Background: an optimization exercise with open tools, aiming at small area, a short achievable clock period and few clock cycles. Do not read the settings as production practice. The RTL was checked by simulation tests, not by an equivalence proof against the original design. No activity file was given, so power comes from the tool's default toggle rates.

==> v13: inputs <==
## cpu_multiciclo
module cpu_multiciclo #(
  parameter int DATA_W = 32,
  parameter int ADDR_W = 8
) (
  input  logic              clock,
  input  logic              reset,
  output logic              mem_en,
  output logic              mem_we,
  output logic [ADDR_W-1:0] mem_addr,
  output logic [DATA_W-1:0] mem_wdata,
  input  logic [DATA_W-1:0] mem_rdata,
  input  logic              mem_ready,
  output logic              halted,
  output logic [ADDR_W-1:0] pc_out,
  output logic [31:0]       instret,
  input  logic [3:0]        dbg_raddr,
  output logic [DATA_W-1:0] dbg_rdata
);
  localparam logic [3:0] OP_ADD  = 4'h0;
  localparam logic [3:0] OP_SUB  = 4'h1;
  localparam logic [3:0] OP_AND  = 4'h2;
  localparam logic [3:0] OP_OR   = 4'h3;
  localparam logic [3:0] OP_XOR  = 4'h4;
  localparam logic [3:0] OP_NOT  = 4'h5;
  localparam logic [3:0] OP_SHL  = 4'h6;
  localparam logic [3:0] OP_SHR  = 4'h7;
  localparam logic [3:0] OP_SAR  = 4'h8;
  localparam logic [3:0] OP_MUL  = 4'h9;
  localparam logic [3:0] OP_ADDI = 4'hA;
  localparam logic [3:0] OP_LW   = 4'hB;
  localparam logic [3:0] OP_SW   = 4'hC;
  localparam logic [3:0] OP_BEQ  = 4'hD;
  localparam logic [3:0] OP_JMP  = 4'hE;
  localparam logic [3:0] OP_HALT = 4'hF;
  logic        c_sub;      
  logic        c_imm;      
  logic        c_left;     
  logic        c_sar;      
  logic        r_sum;      
  logic        r_and;      
  logic        r_or;       
  logic        r_xor;      
  logic        r_not;      
  logic        r_shl;      
  logic        r_shr;      
  logic        c_mul;      
  ...
==> flow/config.mk <==
export PLATFORM = sky130hd
export DESIGN_NAME = cpu_multiciclo
export DESIGN_NICKNAME = cpu_multiciclo
export VERILOG_FILES = /design/flow/design.v
export SDC_FILE = /design/flow/constraint.sdc
export NUM_CORES = 4
export LEC_CHECK = 0
export CAP_MARGIN = 30
export CORE_MARGIN = 2
export CORE_UTILIZATION = 45
export SETUP_SLACK_MARGIN = 4
export SLEW_MARGIN = 30
export TNS_END_PERCENT = 100
==> flow/constraint.sdc <==
create_clock -name core_clock -period 10.0 [get_ports {clock}]
set_input_delay 2.0000 -clock core_clock [delete_from_list [all_inputs] [get_ports {clock}]]
set_output_delay 2.0000 -clock core_clock [all_outputs]
set_load 0.01 [all_outputs]
standard.sh (not shown) runs the stock make flow with config.mk's settings and CLKGATE_MAP_FILE= SYNTH_SCRIPT=/design/flow/synth_recipe.tcl, a recipe that flattens the netlist after the stock synthesis.
==> flow/flow/run.sh <==
#!/bin/bash
# Standard synthesis, then the standard layout with the ports buffered by
# buf_4 cells (the default port buffer is a slow delay cell).
set -euo pipefail
bash standard.sh synth > synth.log 2>&1
bash standard.sh "BUFFER_PORTS_ARGS=-buffer_cell sky130_fd_sc_hd__buf_4" finish > layout.log 2>&1
==> v18 (differences from v13) <==
--- a/flow/design.v
+++ b/flow/design.v
@@ -29,32 +29,13 @@
   localparam logic [3:0] OP_ADDI = 4'hA;
   localparam logic [3:0] OP_LW   = 4'hB;
   localparam logic [3:0] OP_SW   = 4'hC;
   localparam logic [3:0] OP_BEQ  = 4'hD;
   localparam logic [3:0] OP_JMP  = 4'hE;
   localparam logic [3:0] OP_HALT = 4'hF;
-  logic        c_sub;      
-  logic        c_imm;      
-  logic        c_left;     
-  logic        c_sar;      
-  logic        r_sum;      
-  logic        r_and;      
-  logic        r_or;       
-  logic        r_xor;      
-  logic        r_not;      
-  logic        r_shl;      
-  logic        r_shr;      
-  logic        c_mul;      
-  logic        c_lw;       
-  logic        c_sw;       
-  logic        c_beq;      
-  logic        c_jmp;      
-  logic        c_halt;     
-  logic        c_one;      
-  logic        c_wr;       
-  logic        c_lwr;      
+  logic [3:0]  op;
   logic [3:0]  rd;
   logic [15:0] imm;
   logic [31:0] a_r;        
   logic [31:0] b_r;        
   logic        irv_r;      
   logic [7:0]  pc_r;       
@@ -65,27 +46,27 @@
   logic [31:0] simm;
   logic        sub;
   logic [31:0] opb;
   logic [32:0] sum_x;
   logic [31:0] sum;
   assign simm  = {{16{imm[15]}}, imm};
-  assign sub   = c_sub;
-  assign opb   = c_imm ? simm : (sub ? ~b_r : b_r);
+  assign sub   = (op == OP_SUB);
+  assign opb   = (op == OP_ADDI) ? simm : (sub ? ~b_r : b_r);
   assign sum_x = {a_r, 1'b1} + {opb, sub};
   assign sum   = sum_x[32:1];
   logic        left;
   logic [31:0] sh_in, sh_out, shl_out;
   logic        fill;
   logic [32:0] sh_x;
-  assign left = c_left;
+  assign left = (op == OP_SHL);
   always_comb begin
     for (int i = 0; i < 32; i++) begin
       sh_in[i] = left ? a_r[31-i] : a_r[i];
     end
   end
-  assign fill   = c_sar && a_r[31];
+  assign fill   = (op == OP_SAR) && a_r[31];
   assign sh_x   = $signed({fill, sh_in}) >>> b_r[4:0];
   assign sh_out = sh_x[31:0];
   always_comb begin
     for (int i = 0; i < 32; i++) begin
       shl_out[i] = sh_out[31-i];
     end
@@ -95,58 +76,61 @@
   cpu_mul_csa u_mul (.a(a_r), .b(b_r), .r(csa_r));
   assign m3_s  = mr_r[31:0] ^ mr_r[63:32] ^ mr_r[95:64];
   assign m3_c  = {(mr_r[30:0] & mr_r[62:32]) | (mr_r[30:0] & mr_r[94:64]) |
                   (mr_r[62:32] & mr_r[94:64]), 1'b0};
   assign mul_p = m3_s + m3_c;
   logic [31:0] res;
-  assign res = ({32{r_sum}} & sum) |
-               ({32{r_and}} & (a_r & b_r)) |
-               ({32{r_or}}  & (a_r | b_r)) |
-               ({32{r_xor}} & (a_r ^ b_r)) |
-               ({32{r_not}} & ~a_r) |
-               ({32{r_shl}} & shl_out) |
-               ({32{r_shr}} & sh_out) |
-               ({32{c_mul}} & mul_p);
+  always_comb begin
+    case (op)
+      OP_ADD, OP_SUB, OP_ADDI: res = sum;
+      OP_AND:  res = a_r & b_r;
+      OP_OR:   res = a_r | b_r;
+      OP_XOR:  res = a_r ^ b_r;
+      OP_NOT:  res = ~a_r;
+      OP_SHL:  res = shl_out;
+      OP_SHR, OP_SAR: res = sh_out;
+      default: res = mul_p;
+    endcase
+  end
   logic [7:0] pc1, pct, npc, ea;
   logic       is_mem, is_exec, taken;
   assign pc1     = pc_r + 8'd1;
   assign pct     = pc1 + imm[7:0];
-  assign taken   = c_beq && (a_r == b_r);
-  assign npc     = c_jmp ? imm[7:0] : (taken ? pct : pc1);
+  assign taken   = (op == OP_BEQ) && (a_r == b_r);
+  assign npc     = (op == OP_JMP) ? imm[7:0] : (taken ? pct : pc1);
   assign ea      = a_r[7:0] + imm[7:0];
-  assign is_mem  = c_lw || c_sw;
-  assign is_exec = c_one || (c_mul && mst_r);
+  assign is_mem  = (op == OP_LW) || (op == OP_SW);
+  assign is_exec = !is_mem && (op != OP_HALT) && !((op == OP_MUL) && !mst_r);
   logic fetching;
   assign fetching = !halted && (!irv_r || is_exec);
   always_comb begin
     mem_en   = 1'b0;
     mem_we   = 1'b0;
     mem_addr = pc_r;
     if (!halted) begin
       if (!irv_r) begin
         mem_en = 1'b1;
       end else if (is_mem) begin
         mem_en   = 1'b1;
-        mem_we   = c_sw;
+        mem_we   = (op == OP_SW);
         mem_addr = ea;
       end else if (is_exec) begin
         mem_en   = 1'b1;
         mem_addr = npc;
       end
     end
   end
   assign mem_wdata = b_r;
   assign pc_out    = pc_r;
   logic        wex;
   logic        wen;
   logic [31:0] wd;
-  assign wex = !halted && irv_r && c_wr && is_exec;
-  assign wen = wex || (!halted && irv_r && c_lwr && mem_ready);
-  assign wd  = c_lw ? mem_rdata : res;
-  logic [3:0]  f_op, fa, fb;
-  assign f_op = mem_rdata[31:28];
+  assign wex = !halted && irv_r && (op <= OP_MUL || op == OP_ADDI) && (rd != 4'd0) && is_exec;
+  assign wen = wex || (!halted && irv_r && (op == OP_LW) && (rd != 4'd0) && mem_ready);
+  assign wd  = (op == OP_LW) ? mem_rdata : res;
+  logic [3:0]  fa, fb;
   logic [31:0] ra_s, rb_s, d_s;
   assign fa = mem_rdata[23:20];
   assign fb = mem_rdata[19:16];
   always_comb begin
     ra_s = 32'd0;
     rb_s = 32'd0;
@@ -175,33 +159,14 @@
         end
       end
     end
   end
   always_ff @(posedge clock) begin
     if (fetching && mem_ready) begin
-      c_sub  <= (f_op == OP_SUB);
-      c_imm  <= (f_op == OP_ADDI);
-      c_left <= (f_op == OP_SHL);
-      c_sar  <= (f_op == OP_SAR);
-      r_sum  <= (f_op == OP_ADD) || (f_op == OP_SUB) || (f_op == OP_ADDI);
-      r_and  <= (f_op == OP_AND);
-      r_or   <= (f_op == OP_OR);
-      r_xor  <= (f_op == OP_XOR);
-      r_not  <= (f_op == OP_NOT);
-      r_shl  <= (f_op == OP_SHL);
-      r_shr  <= (f_op == OP_SHR) || (f_op == OP_SAR);
-      c_mul  <= (f_op == OP_MUL);
-      c_lw   <= (f_op == OP_LW);
-      c_sw   <= (f_op == OP_SW);
-      c_beq  <= (f_op == OP_BEQ);
-      c_jmp  <= (f_op == OP_JMP);
-      c_halt <= (f_op == OP_HALT);
-      c_one  <= (f_op != OP_LW) && (f_op != OP_SW) && (f_op != OP_MUL) && (f_op != OP_HALT);
-      c_wr   <= ((f_op <= OP_MUL) || (f_op == OP_ADDI)) && (mem_rdata[27:24] != 4'd0);
-      c_lwr  <= (f_op == OP_LW) && (mem_rdata[27:24] != 4'd0);
-      rd     <= mem_rdata[27:24];
+      op  <= mem_rdata[31:28];
+      rd  <= mem_rdata[27:24];
       imm <= mem_rdata[15:0];
       a_r <= (wex && (rd == fa)) ? res : ra_s;
       b_r <= (wex && (rd == fb)) ? res : rb_s;
     end
   end
   always_ff @(posedge clock) begin
@@ -220,13 +185,13 @@
       end else if (is_mem) begin
         if (mem_ready) begin
           pc_r    <= pc1;
           irv_r   <= 1'b0;
           instret <= instret + 32'd1;
         end
-      end else if (c_halt) begin
+      end else if (op == OP_HALT) begin
         halted  <= 1'b1;
         instret <= instret + 32'd1;
       end else if (!is_exec) begin
         mst_r <= 1'b1;
       end else begin
         mst_r   <= 1'b0;
==> run notes <==
- Non-clock buffer count: v18 is higher than v13 (20).
- Flip-flop and latch count: v18 is lower than v13 (15).
- In clock power, v13 and v18 hardly differ.
- Between v13 and v18, the lower total power is in v13 (gap about 44%, measured against v18).
- Against v18, the setup slack of v13 is higher by 40 ps.
- Maximum frequency: v13 is higher than v18 (0.66%).
- In v18 the clock skew is higher than in v13, by 11 ps.
- Between v13 and v18, the lower global-route usage is in v18 (gap 0.44 points).
- Final cell count: v13 is higher than v18 (4.3%).
- In v13 the synthesized area is higher than in v18, by about 3%.
==> figures <==
Worst clock skew: v18 63.2 ps; v13 52.6 ps
Share of the core filled with cells in the final layout: v18 51.4%; v13 51.1%
Simple-gate share of the synthesized area: v18 11.6%; v13 13.3%
Met2 Track Usage GR: v18 57.6%; v13 57.8%
Xor and xnor area share after synthesis: v18 3.30%; v13 2.87%
Status: v18 complete, no violations; v13 complete, no violations
Routed met3 length: v18 37400 µm; v13 38400 µm
Inverters, non-clock: v18 500; v13 462
Total of flip-flops plus latches after synthesis: v18 719; v13 734
Number of cells on the critical path: v18 8; v13 7
Overall power of the completed layout: v18 20.1 mW; v13 11.3 mW
Sequential portion of the cell area: v18 34.0%; v13 33.9%
Cell count after placement: v18 6562; v13 6835
Fraction of met3 tracks used by global routing: v18 15.8%; v13 14.8%
Switch Pwr: v18 9.55 mW; v13 4.52 mW
Part of the power in registers: v18 23.3%; v13 32.8%
Multiplexer fraction of the synthesized cell area: v18 3.12%; v13 3.28%
Total wire length: v18 241000 µm; v13 256000 µm
Area taken by flip-flops and latches: v18 20400 µm²; v13 20800 µm²
Power dissipated in sequential cells: v18 4.68 mW; v13 3.69 mW
Wire length of the first global-routing pass: v18 339000 µm; v13 355000 µm
Testbench counts of v13, summed over its fixed seeds: cycles 16,593.
Testbench counts of v18, summed over its fixed seeds: cycles 16,593.

## re-timing with driven ports
The flow's constraints put no driver on any port. The routed layouts listed below were extracted and timed again, unchanged, in two steps.
Step 1 assumes that a clkbuf_16 drives the clock port and a buf_2 every other input.
Step 2, shift: input delay + t, output delay - t, t = (earliest + latest rising clock arrival at the registers) / 2. This alone moves slack from input paths to output paths.
a / b / c = ideal ports / drivers / drivers and shift; a / b = the first two.
| run | t, ns | slack for setup (ns) | hold slack, ns |
|---|---|---|---|
| v13 | 0.766 | 3.915 / 3.872 / 3.872 | 0.474 / 0.474 / 0.474 |
| v18 | 0.778 | 3.875 / 3.830 / 3.830 | 0.478 / 0.478 / 0.478 |
After both steps setup and hold are still met in every run listed. The setup slack of v18, which loses most, moves by -0.045 ns with the drivers and by -0.045 ns with both steps.
